From an optimization exercise on the open Yosys and OpenROAD flow, aimed at small area and a short achievable clock period; shortcuts taken in it are not production practice. Function was checked by simulation only, so behaviour that the tests miss may differ from the original. No activity file was given, so power comes from the tool's default toggle rates.

==> job 5100 <==
==> flow/design.v <==
package sync_fifo_pkg;
    localparam int DEF_WIDTH = 32;
    localparam int DEF_DEPTH = 64;
    localparam int PTR_ADDR_W = 32;
    typedef struct packed {
        logic                  wrap;
        logic [PTR_ADDR_W-1:0] addr;
    } fifo_ptr_t;
    function automatic int clog2(input int unsigned n);
        int r;
        r = 0;
        for (int i = 0; i < 32; i++) begin
            if (((n - 32'd1) >> i) != 32'd0) begin
                r = i + 1;
            end
        end
        clog2 = r;
    endfunction
    function automatic fifo_ptr_t ptr_inc(input fifo_ptr_t p, input int unsigned depth);
        fifo_ptr_t n;
        n = p;
        if (p.addr == (depth - 32'd1)) begin
            n.addr = '0;
            n.wrap = ~p.wrap;
        end else begin
            n.addr = p.addr + 32'd1;
        end
        ptr_inc = n;
    endfunction
endpackage
module sync_fifo_ram #(
    parameter int WIDTH = 32,
    parameter int DEPTH = 64,
    parameter int LO    = 8,
    parameter int HI    = 8
) (
    input  logic             clk_i,
    input  logic             rst_i,
    input  logic             we_i,
    input  logic [HI-1:0]    whi_i,
    input  logic [LO-1:0]    wlo_i,
    input  logic [WIDTH-1:0] wdata_i,
    input  logic             re_i,
    input  logic [DEPTH-1:0] rsel_i,
    output logic [WIDTH-1:0] rdata_o
);
    logic [WIDTH-1:0] mem_q [DEPTH];
    logic [WIDTH-1:0] rmux;
    logic [WIDTH-1:0] rdata_q;
    for (genvar i = 0; i < DEPTH; i++) begin : g_word
        always_ff @(posedge clk_i) begin
            if (we_i && whi_i[i / LO] && wlo_i[i % LO]) begin
                mem_q[i] <= wdata_i;
            end
        end
    end
    localparam int GW = 8;
    localparam int NG = DEPTH / GW;
    logic [WIDTH-1:0] grp [NG];
    for (genvar g = 0; g < NG; g++) begin : g_rgrp
        logic [GW*WIDTH-1:0] words;
        for (genvar k = 0; k < GW; k++) begin : g_w
            assign words[k*WIDTH +: WIDTH] = mem_q[g*GW + k];
        end
        sync_fifo_rgrp #(
            .WIDTH (WIDTH),
            .N     (GW)
        ) u_rgrp (
            .sel_i   (rsel_i[g*GW +: GW]),
            .words_i (words),
            .or_o    (grp[g])
        );
    end
    logic [NG*WIDTH-1:0] grp_flat;
    for (genvar g = 0; g < NG; g++) begin : g_flat
        assign grp_flat[g*WIDTH +: WIDTH] = grp[g];
    end
    always_ff @(posedge clk_i or posedge rst_i) begin
        if (rst_i) begin
            rdata_q <= '0;
        end else if (re_i) begin
            rdata_q <= rmux;
        end
    end
    sync_fifo_ror #(
        .WIDTH (WIDTH),
        .N     (NG)
    ) u_ror (
        .grp_i (grp_flat),
        .or_o  (rmux)
    );
    assign rdata_o = rdata_q;
endmodule
module sync_fifo_rgrp #(
    parameter int WIDTH = 32,
    parameter int N     = 8
) (
    input  logic [N-1:0]       sel_i,
    input  logic [N*WIDTH-1:0] words_i,
    output logic [WIDTH-1:0]   or_o
);
    for (genvar b = 0; b < WIDTH; b++) begin : g_bit
        logic [N-1:0] col;
        for (genvar k = 0; k < N; k++) begin : g_k
            assign col[k] = words_i[k*WIDTH + b];
        end
        assign or_o[b] = |(col & sel_i);
    end
endmodule
module sync_fifo_ror #(
    parameter int WIDTH = 32,
    parameter int N     = 8
) (
    input  logic [N*WIDTH-1:0] grp_i,
    output logic [WIDTH-1:0]   or_o
);
    for (genvar b = 0; b < WIDTH; b++) begin : g_bit
        logic [N-1:0] col;
        for (genvar k = 0; k < N; k++) begin : g_k
            assign col[k] = grp_i[k*WIDTH + b];
        end
        assign or_o[b] = |col;
    end
endmodule
module sync_fifo #(
    parameter int WIDTH     = sync_fifo_pkg::DEF_WIDTH,
    parameter int DEPTH     = sync_fifo_pkg::DEF_DEPTH,
    parameter int AFULL_TH  = DEPTH - 4,
    parameter int AEMPTY_TH = 4
) (
    input  logic                       clk,
    input  logic                       m_rst,
    input  logic                       w_valid,
    input  logic [WIDTH-1:0]           w_data,
    output logic                       w_ready,
    input  logic                       r_valid,
    output logic [WIDTH-1:0]           r_data,
    output logic                       r_data_valid,
    output logic                       full,
    output logic                       empty,
    output logic                       almost_full,
    output logic                       almost_empty,
    output logic [sync_fifo_pkg::clog2(DEPTH):0]      level,
    output logic                       overflow,
    output logic                       underflow
);
    localparam int AW = sync_fifo_pkg::clog2(DEPTH);
    localparam int LO = 1 << (AW / 2);
    localparam int HI = DEPTH / LO;
    logic [LO-1:0] wr_lo_q;
    logic [HI-1:0] wr_hi_q;
    logic [HI-1:0] wr_hi_ok_q;
    logic [HI-1:0] wr_hi_d;
    logic          full_d;
    logic [DEPTH-1:0] rd_sel_q;
    logic [AW:0]   level_q;
    logic          full_q;
    logic          nempty_q;
    logic          afull_q;
    logic          naempty_q;
    logic          overflow_q;
    logic          underflow_q;
    logic          rvalid_q;
    logic          wr_acc;
    logic          rd_acc;
    logic          inc;
    logic          dec;
    logic [AW:0]   level_p1;
    logic [AW:0]   level_m1;
    assign wr_acc = w_valid && !full_q;
    assign rd_acc = r_valid && nempty_q;
    assign inc    = wr_acc && !rd_acc;
    assign dec    = rd_acc && !wr_acc;
    assign level_p1 = level_q + 1'b1;
    assign level_m1 = level_q - 1'b1;
    assign wr_hi_d = (wr_acc && wr_lo_q[LO-1]) ? {wr_hi_q[HI-2:0], wr_hi_q[HI-1]} : wr_hi_q;
    assign full_d  = inc ? (level_p1 == (AW + 1)'(DEPTH)) : (dec ? 1'b0 : full_q);
    always_ff @(posedge clk or posedge m_rst) begin
        if (m_rst) begin
            wr_lo_q     <= LO'(1);
            wr_hi_q     <= HI'(1);
            wr_hi_ok_q  <= HI'(1);
            rd_sel_q    <= DEPTH'(1);
            level_q     <= '0;
            full_q      <= 1'b0;
            nempty_q    <= 1'b0;
            afull_q     <= 1'b0;
            naempty_q   <= 1'b0;
            overflow_q  <= 1'b0;
            underflow_q <= 1'b0;
            rvalid_q    <= 1'b0;
        end else begin
            if (wr_acc) wr_lo_q <= {wr_lo_q[LO-2:0], wr_lo_q[LO-1]};
            wr_hi_q    <= wr_hi_d;
            wr_hi_ok_q <= full_d ? '0 : wr_hi_d;
            full_q     <= full_d;
            if (rd_acc) rd_sel_q <= {rd_sel_q[DEPTH-2:0], rd_sel_q[DEPTH-1]};
            if (inc) begin
                level_q  <= level_p1;
                nempty_q <= 1'b1;
                afull_q  <= (level_p1 >= (AW + 1)'(AFULL_TH));
                naempty_q <= !(level_p1 <= (AW + 1)'(AEMPTY_TH));
            end else if (dec) begin
                level_q  <= level_m1;
                nempty_q <= (level_m1 != '0);
                afull_q  <= (level_m1 >= (AW + 1)'(AFULL_TH));
                naempty_q <= !(level_m1 <= (AW + 1)'(AEMPTY_TH));
            end
            overflow_q  <= w_valid && full_q;
            underflow_q <= r_valid && !nempty_q;
            rvalid_q    <= rd_acc;
        end
    end
    sync_fifo_ram #(
        .WIDTH (WIDTH),
        .DEPTH (DEPTH),
        .LO    (LO),
        .HI    (HI)
    ) u_ram (
        .clk_i   (clk),
        .rst_i   (m_rst),
        .we_i    (w_valid),
        .whi_i   (wr_hi_ok_q),
        .wlo_i   (wr_lo_q),
        .wdata_i (w_data),
        .re_i    (rd_acc),
        .rsel_i  (rd_sel_q),
        .rdata_o (r_data)
    );
    assign w_ready      = !full_q;
    assign full         = full_q;
    assign empty        = !nempty_q;
    assign level        = level_q;
    assign almost_full  = afull_q;
    assign almost_empty = !naempty_q;
    assign overflow     = overflow_q;
    assign underflow    = underflow_q;
    assign r_data_valid = rvalid_q;
endmodule
==> flow/flow/run.sh <==
#!/bin/bash
# Standard layout (the standard.sh) with two changes:
#  - flow/move.tcl runs before detailed placement: each port buffer is resized
#    to a stronger buffer, and each register that drives an output port (with
#    any inverter between them) is moved next to that port's output buffer;
#    detailed placement then legalises them as usual.
#  - clock tree synthesis clusters up to 25 sinks within 100 um per leaf buffer
#    and inserts no dummy loads.
set -euo pipefail
W=$(pwd)
bash standard.sh \
  PRE_DETAIL_PLACE_TCL="$W/flow/move.tcl" \
  "CTS_ARGS=-sink_clustering_enable -repair_clock_nets -sink_clustering_size 25 -sink_clustering_max_diameter 100 -dont_use_dummy_load" \
  finish > "$W/standard_flow.log" 2>&1
==> flow/flow/move.tcl <==
# Runs inside ORFS detail_place.tcl (PRE_DETAIL_PLACE_TCL hook), design loaded.
# 1. Resize every port buffer (input and output) to a stronger buffer.
# 2. Move each flip-flop that drives an output port (directly or through
#    buffers/inverters) and the cells between them onto the output buffer's
#    location; detailed placement then legalises them.
proc driver_inst {net} {
  foreach it [$net getITerms] {
    if {[$it isOutputSignal]} { return [$it getInst] }
  }
  return ""
}
proc input_net {inst} {
  foreach it [$inst getITerms] {
    if {[$it isInputSignal] && [$it getNet] ne "NULL"} { return [$it getNet] }
  }
  return ""
}
set db [ord::get_db]
set block [ord::get_db_block]
set in_buf [$db findMaster sky130_fd_sc_hd__buf_8]
set out_buf [$db findMaster sky130_fd_sc_hd__buf_6]
set moved 0
set sized 0
foreach bterm [$block getBTerms] {
  set net [$bterm getNet]
  if {$net eq "NULL"} { continue }
  if {[$net getSigType] eq "CLOCK"} { continue }
  if {[$bterm getIoType] eq "INPUT"} {
    set loads {}
    foreach it [$net getITerms] { lappend loads [$it getInst] }
    if {[llength $loads] == 1} {
      set b [lindex $loads 0]
      if {[string match "*__buf_*" [[$b getMaster] getName]] || [string match "*dlybuf*" [[$b getMaster] getName]] || [string match "*dlygate*" [[$b getMaster] getName]]} {
        $b swapMaster $in_buf
        incr sized
      }
    }
    continue
  }
  if {[$bterm getIoType] ne "OUTPUT"} { continue }
  set obuf [driver_inst $net]
  if {$obuf eq ""} { continue }
  set oname [[$obuf getMaster] getName]
  if {[string match "*__buf_*" $oname] || [string match "*dlybuf*" $oname] || [string match "*dlygate*" $oname]} {
    $obuf swapMaster $out_buf
    incr sized
  }
  lassign [$obuf getLocation] x y
  set inst $obuf
  set chain {}
  for {set k 0} {$k < 4} {incr k} {
    set n [input_net $inst]
    if {$n eq ""} { break }
    set d [driver_inst $n]
    if {$d eq ""} { break }
    set mname [[$d getMaster] getName]
    if {[string match "*__df*" $mname]} {
      foreach c $chain { $c setLocation $x $y }
      $d setLocation $x $y
      # Also move the hold logic that drives D from this flip-flop's own Q.
      set qnet ""
      foreach it [$d getITerms] { if {[$it isOutputSignal]} { set qnet [$it getNet] } }
      set dnet ""
      foreach it [$d getITerms] { if {[[$it getMTerm] getName] eq "D"} { set dnet [$it getNet] } }
      if {$qnet ne "" && $qnet ne "NULL" && $dnet ne "" && $dnet ne "NULL"} {
        set h [driver_inst $dnet]
        if {$h ne ""} {
          foreach it [$h getITerms] {
            if {[$it isInputSignal] && [$it getNet] eq $qnet} {
              $h setLocation $x $y
              puts "move: hold cell [$h getName] ([[$h getMaster] getName])"
              break
            }
          }
        }
      }
      incr moved
      puts "move: [$d getName] ($mname) -> $x $y for [$bterm getName] via [llength $chain] cells"
      break
    }
    if {![string match "*buf*" $mname] && ![string match "*inv*" $mname]} { break }
    lappend chain $d
    set inst $d
  }
}
puts "move: resized $sized port buffers, moved $moved output flip-flops"
==> flow/standard.sh <==
#!/bin/bash
# synth_recipe.tcl (not shown) runs the flow's synth.tcl, then flattens the netlist and writes it again
# the make line also repeats each setting of config.mk as NAME=value (left out here)
make -C /OpenROAD-flow-scripts/flow DESIGN_CONFIG=/design/flow/config.mk WORK_HOME=/design/flow/orfs CLKGATE_MAP_FILE= SYNTH_SCRIPT=/design/flow/synth_recipe.tcl "${@:-finish}"
==> flow/config.mk <==
export PLATFORM = sky130hd
export DESIGN_NAME = sync_fifo
export DESIGN_NICKNAME = sync_fifo
export VERILOG_FILES = /design/flow/design.v
export SDC_FILE = /design/flow/constraint.sdc
export NUM_CORES = 4
export LEC_CHECK = 0
export CAP_MARGIN = 20
export CORE_MARGIN = 2
export CORE_UTILIZATION = 65
export SETUP_SLACK_MARGIN = 2.5
export SLEW_MARGIN = 20
export SYNTH_HIERARCHICAL = 1
export SYNTH_MINIMUM_KEEP_SIZE = 0
export TNS_END_PERCENT = 10
==> flow/constraint.sdc <==
create_clock -name core_clock -period 4.5 [get_ports {clk}]
set_input_delay 0.9000 -clock core_clock [delete_from_list [all_inputs] [get_ports {clk}]]
set_output_delay 0.9000 -clock core_clock [all_outputs]
set_load 0.01 [all_outputs]
==> job 5777: changes against job 5100 <==
--- a/flow/flow/move.tcl
+++ b/flow/flow/move.tcl
@@ -59,19 +59,2 @@
       $d setLocation $x $y
-      # Also move the hold logic that drives D from this flip-flop's own Q.
-      set qnet ""
-      foreach it [$d getITerms] { if {[$it isOutputSignal]} { set qnet [$it getNet] } }
-      set dnet ""
-      foreach it [$d getITerms] { if {[[$it getMTerm] getName] eq "D"} { set dnet [$it getNet] } }
-      if {$qnet ne "" && $qnet ne "NULL" && $dnet ne "" && $dnet ne "NULL"} {
-        set h [driver_inst $dnet]
-        if {$h ne ""} {
-          foreach it [$h getITerms] {
-            if {[$it isInputSignal] && [$it getNet] eq $qnet} {
-              $h setLocation $x $y
-              puts "move: hold cell [$h getName] ([[$h getMaster] getName])"
-              break
-            }
-          }
-        }
-      }
       incr moved
Settings changed: CORE_UTILIZATION 65 to 55, SLEW_MARGIN 20 to 60.
==> job 8366: changes against job 5100 <==
==> flow/design.v, changed modules only <==
module sync_fifo_ram #(
    parameter int WIDTH = 32,
    parameter int DEPTH = 64,
    parameter int LO    = 8,
    parameter int HI    = 8
) (
    input  logic             clk_i,
    input  logic             rst_i,
    input  logic             we_i,
    input  logic [HI-1:0]    whi_i,
    input  logic [LO-1:0]    wlo_i,
    input  logic [WIDTH-1:0] wdata_i,
    input  logic             re_i,
    input  logic [DEPTH-1:0] rsel_i,
    output logic [WIDTH-1:0] rdata_o
);
    logic [WIDTH-1:0] mem_q [DEPTH];
    logic [WIDTH-1:0] rmux;
    logic [WIDTH-1:0] rdata_q;
    for (genvar i = 0; i < DEPTH; i++) begin : g_word
        always_ff @(posedge clk_i) begin
            if (we_i && whi_i[i / LO] && wlo_i[i % LO]) begin
                mem_q[i] <= wdata_i;
            end
        end
    end
    always_comb begin
        rmux = '0;
        for (int i = 0; i < DEPTH; i++) begin
            rmux = rmux | (mem_q[i] & {WIDTH{rsel_i[i]}});
        end
    end
    always_ff @(posedge clk_i or posedge rst_i) begin
        if (rst_i) begin
            rdata_q <= '0;
        end else if (re_i) begin
            rdata_q <= rmux;
        end
    end
    assign rdata_o = rdata_q;
endmodule
module sync_fifo #(
    parameter int WIDTH     = sync_fifo_pkg::DEF_WIDTH,
    parameter int DEPTH     = sync_fifo_pkg::DEF_DEPTH,
    parameter int AFULL_TH  = DEPTH - 4,
    parameter int AEMPTY_TH = 4
) (
    input  logic                       clk,
    input  logic                       m_rst,
    input  logic                       w_valid,
    input  logic [WIDTH-1:0]           w_data,
    output logic                       w_ready,
    input  logic                       r_valid,
    output logic [WIDTH-1:0]           r_data,
    output logic                       r_data_valid,
    output logic                       full,
    output logic                       empty,
    output logic                       almost_full,
    output logic                       almost_empty,
    output logic [sync_fifo_pkg::clog2(DEPTH):0]      level,
    output logic                       overflow,
    output logic                       underflow
);
    localparam int AW = sync_fifo_pkg::clog2(DEPTH);
    localparam int LO = 1 << (AW / 2);
    localparam int HI = DEPTH / LO;
    logic [LO-1:0] wr_lo_q;
    logic [HI-1:0] wr_hi_q;
    logic [HI-1:0] wr_hi_ok_q;
    logic [HI-1:0] wr_hi_d;
    logic          full_d;
    logic [DEPTH-1:0] rd_sel_q;
    logic [AW:0]   level_q;
    logic          full_q;
    logic          wready_q;
    logic          empty_q;
    logic          afull_q;
    logic          aempty_q;
    logic          overflow_q;
    logic          underflow_q;
    logic          rvalid_q;
    logic          wr_acc;
    logic          rd_acc;
    logic          inc;
    logic          dec;
    logic [AW:0]   level_p1;
    logic [AW:0]   level_m1;
    assign wr_acc = w_valid && !full_q;
    assign rd_acc = r_valid && !empty_q;
    assign inc    = wr_acc && !rd_acc;
    assign dec    = rd_acc && !wr_acc;
    assign level_p1 = level_q + 1'b1;
    assign level_m1 = level_q - 1'b1;
    assign wr_hi_d = (wr_acc && wr_lo_q[LO-1]) ? {wr_hi_q[HI-2:0], wr_hi_q[HI-1]} : wr_hi_q;
    assign full_d  = inc ? (level_p1 == (AW + 1)'(DEPTH)) : (dec ? 1'b0 : full_q);
    always_ff @(posedge clk or posedge m_rst) begin
        if (m_rst) begin
            wr_lo_q     <= LO'(1);
            wr_hi_q     <= HI'(1);
            wr_hi_ok_q  <= HI'(1);
            rd_sel_q    <= DEPTH'(1);
            level_q     <= '0;
            full_q      <= 1'b0;
            wready_q    <= 1'b1;
            empty_q     <= 1'b1;
            afull_q     <= 1'b0;
            aempty_q    <= 1'b1;
            overflow_q  <= 1'b0;
            underflow_q <= 1'b0;
            rvalid_q    <= 1'b0;
        end else begin
            if (wr_acc) wr_lo_q <= {wr_lo_q[LO-2:0], wr_lo_q[LO-1]};
            wr_hi_q    <= wr_hi_d;
            wr_hi_ok_q <= full_d ? '0 : wr_hi_d;
            full_q     <= full_d;
            if (rd_acc) rd_sel_q <= {rd_sel_q[DEPTH-2:0], rd_sel_q[DEPTH-1]};
            if (inc) begin
                level_q  <= level_p1;
                wready_q <= (level_p1 != (AW + 1)'(DEPTH));
                empty_q  <= 1'b0;
                afull_q  <= (level_p1 >= (AW + 1)'(AFULL_TH));
                aempty_q <= (level_p1 <= (AW + 1)'(AEMPTY_TH));
            end else if (dec) begin
                level_q  <= level_m1;
                wready_q <= 1'b1;
                empty_q  <= (level_m1 == '0);
                afull_q  <= (level_m1 >= (AW + 1)'(AFULL_TH));
                aempty_q <= (level_m1 <= (AW + 1)'(AEMPTY_TH));
            end
            overflow_q  <= w_valid && full_q;
            underflow_q <= r_valid && empty_q;
            rvalid_q    <= rd_acc;
        end
    end
    sync_fifo_ram #(
        .WIDTH (WIDTH),
        .DEPTH (DEPTH),
        .LO    (LO),
        .HI    (HI)
    ) u_ram (
        .clk_i   (clk),
        .rst_i   (m_rst),
        .we_i    (w_valid),
        .whi_i   (wr_hi_ok_q),
        .wlo_i   (wr_lo_q),
        .wdata_i (w_data),
        .re_i    (rd_acc),
        .rsel_i  (rd_sel_q),
        .rdata_o (r_data)
    );
    assign w_ready      = wready_q;
    assign full         = full_q;
    assign empty        = empty_q;
    assign level        = level_q;
    assign almost_full  = afull_q;
    assign almost_empty = aempty_q;
    assign overflow     = overflow_q;
    assign underflow    = underflow_q;
    assign r_data_valid = rvalid_q;
endmodule
// module sync_fifo_rgrp removed
// module sync_fifo_ror removed
==> flow/flow/run.sh (replaced) <==
#!/bin/bash
# Standard layout with two changes:
#  - flow/move.tcl runs before detailed placement: each register that drives an
#    output port is moved next to that port's output buffer, then detailed
#    placement legalises it as usual.
#  - clock tree synthesis clusters up to 25 sinks within 100 um per leaf buffer
#    and inserts no dummy loads.
set -euo pipefail
W=$(pwd)
bash standard.sh \
  PRE_DETAIL_PLACE_TCL="$W/flow/move.tcl" \
  "CTS_ARGS=-sink_clustering_enable -repair_clock_nets -sink_clustering_size 25 -sink_clustering_max_diameter 100 -dont_use_dummy_load" \
  finish > "$W/standard_flow.log" 2>&1
==> flow/flow/move.tcl (replaced) <==
# Runs inside ORFS detail_place.tcl (PRE_DETAIL_PLACE_TCL hook), design loaded.
# Move each flip-flop that drives an output port (directly or through buffers)
# onto its output buffer's location; detailed placement then legalises it.
proc driver_inst {net} {
  foreach it [$net getITerms] {
    if {[$it isOutputSignal]} { return [$it getInst] }
  }
  return ""
}
proc input_net {inst} {
  foreach it [$inst getITerms] {
    if {[$it isInputSignal] && [$it getNet] ne "NULL"} { return [$it getNet] }
  }
  return ""
}
set block [ord::get_db_block]
set moved 0
foreach bterm [$block getBTerms] {
  if {[$bterm getIoType] ne "OUTPUT"} { continue }
  set net [$bterm getNet]
  set obuf [driver_inst $net]
  if {$obuf eq ""} { continue }
  lassign [$obuf getLocation] x y
  set inst $obuf
  for {set k 0} {$k < 4} {incr k} {
    set n [input_net $inst]
    if {$n eq ""} { break }
    set d [driver_inst $n]
    if {$d eq ""} { break }
    set mname [[$d getMaster] getName]
    if {[string match "*__df*" $mname]} {
      $d setLocation $x $y
      incr moved
      puts "move: [$d getName] ($mname) -> $x $y for [$bterm getName]"
      break
    }
    if {![string match "*buf*" $mname]} { break }
    set inst $d
  }
}
puts "move: moved $moved output flip-flops"
Settings changed: CORE_UTILIZATION 65 to 55, SYNTH_HIERARCHICAL 1 to unset, SYNTH_MINIMUM_KEEP_SIZE 0 to unset.
==> comparison table <==
Maximum clock frequency: job 5100 0.381 GHz; job 8366 0.362 GHz; job 5777 0.399 GHz
Result of the run: job 5100 timing/DRC/antenna clean; job 8366 timing/DRC/antenna clean; job 5777 timing/DRC/antenna clean
Routed WL per cell: job 5100 37.7 um; job 8366 54.1 um; job 5777 36.3 um
Worst-path clk slew: job 5100 90 ps; job 8366 110 ps; job 5777 100 ps
Multiplexer share of the synthesized area: job 5100 0.0165; job 8366 0.00141; job 5777 0.0165
Global placement routability congestion: job 5100 0.918; job 8366 0.896; job 5777 0.864
Fillers: job 5100 6835; job 8366 9993; job 5777 10153
Cell internal pwr: job 5100 0.0265 W; job 8366 0.0267 W; job 5777 0.0264 W
Number of storage elements in the synthesis netlist: job 5100 2182; job 8366 2183; job 5777 2182
Estimated wirelength of the detail-placed design: job 5100 127000 um; job 8366 190000 um; job 5777 137000 um
Number of nets at the end of the flow: job 5100 4429; job 8366 4705; job 5777 4280
Via count of the routed design: job 5100 43503; job 8366 53255; job 5777 41681
Non-clock buffer area fraction after layout: job 5100 0.0551; job 8366 0.0703; job 5777 0.0370

## port drivers added, routing unchanged
The results above use ideal ports. As a check the final layouts listed here were re-extracted and re-timed, cells and wires unchanged. Step 1 sets driving cells, clkbuf_16 on the clock port and buf_2 on the other inputs (assumed; they add their load-dependent delay and slew). Step 2 adds t to the input delays and takes it off the output delays; t is the mean of the earliest and latest rising clock arrival at the registers after step 1. Input paths then give back, and output paths get back, about the clock's delay inside the block. a / b / c = ideal ports / drivers / drivers and shift; a / b = the first two.
run	t (ns)	setup slack, ns	cell pins on the clock port's net
job 5100	0.788	1.877 / 1.877 / 1.688	1
job 5777	0.807	1.992 / 1.974 / 1.731	1
job 8366	0.845	1.737 / 1.737 / 1.255	1
After both steps every run listed still meets setup and hold. The setup slack of job 8366, which loses most, moves by 0.000 ns with the drivers and by -0.482 ns with both steps.
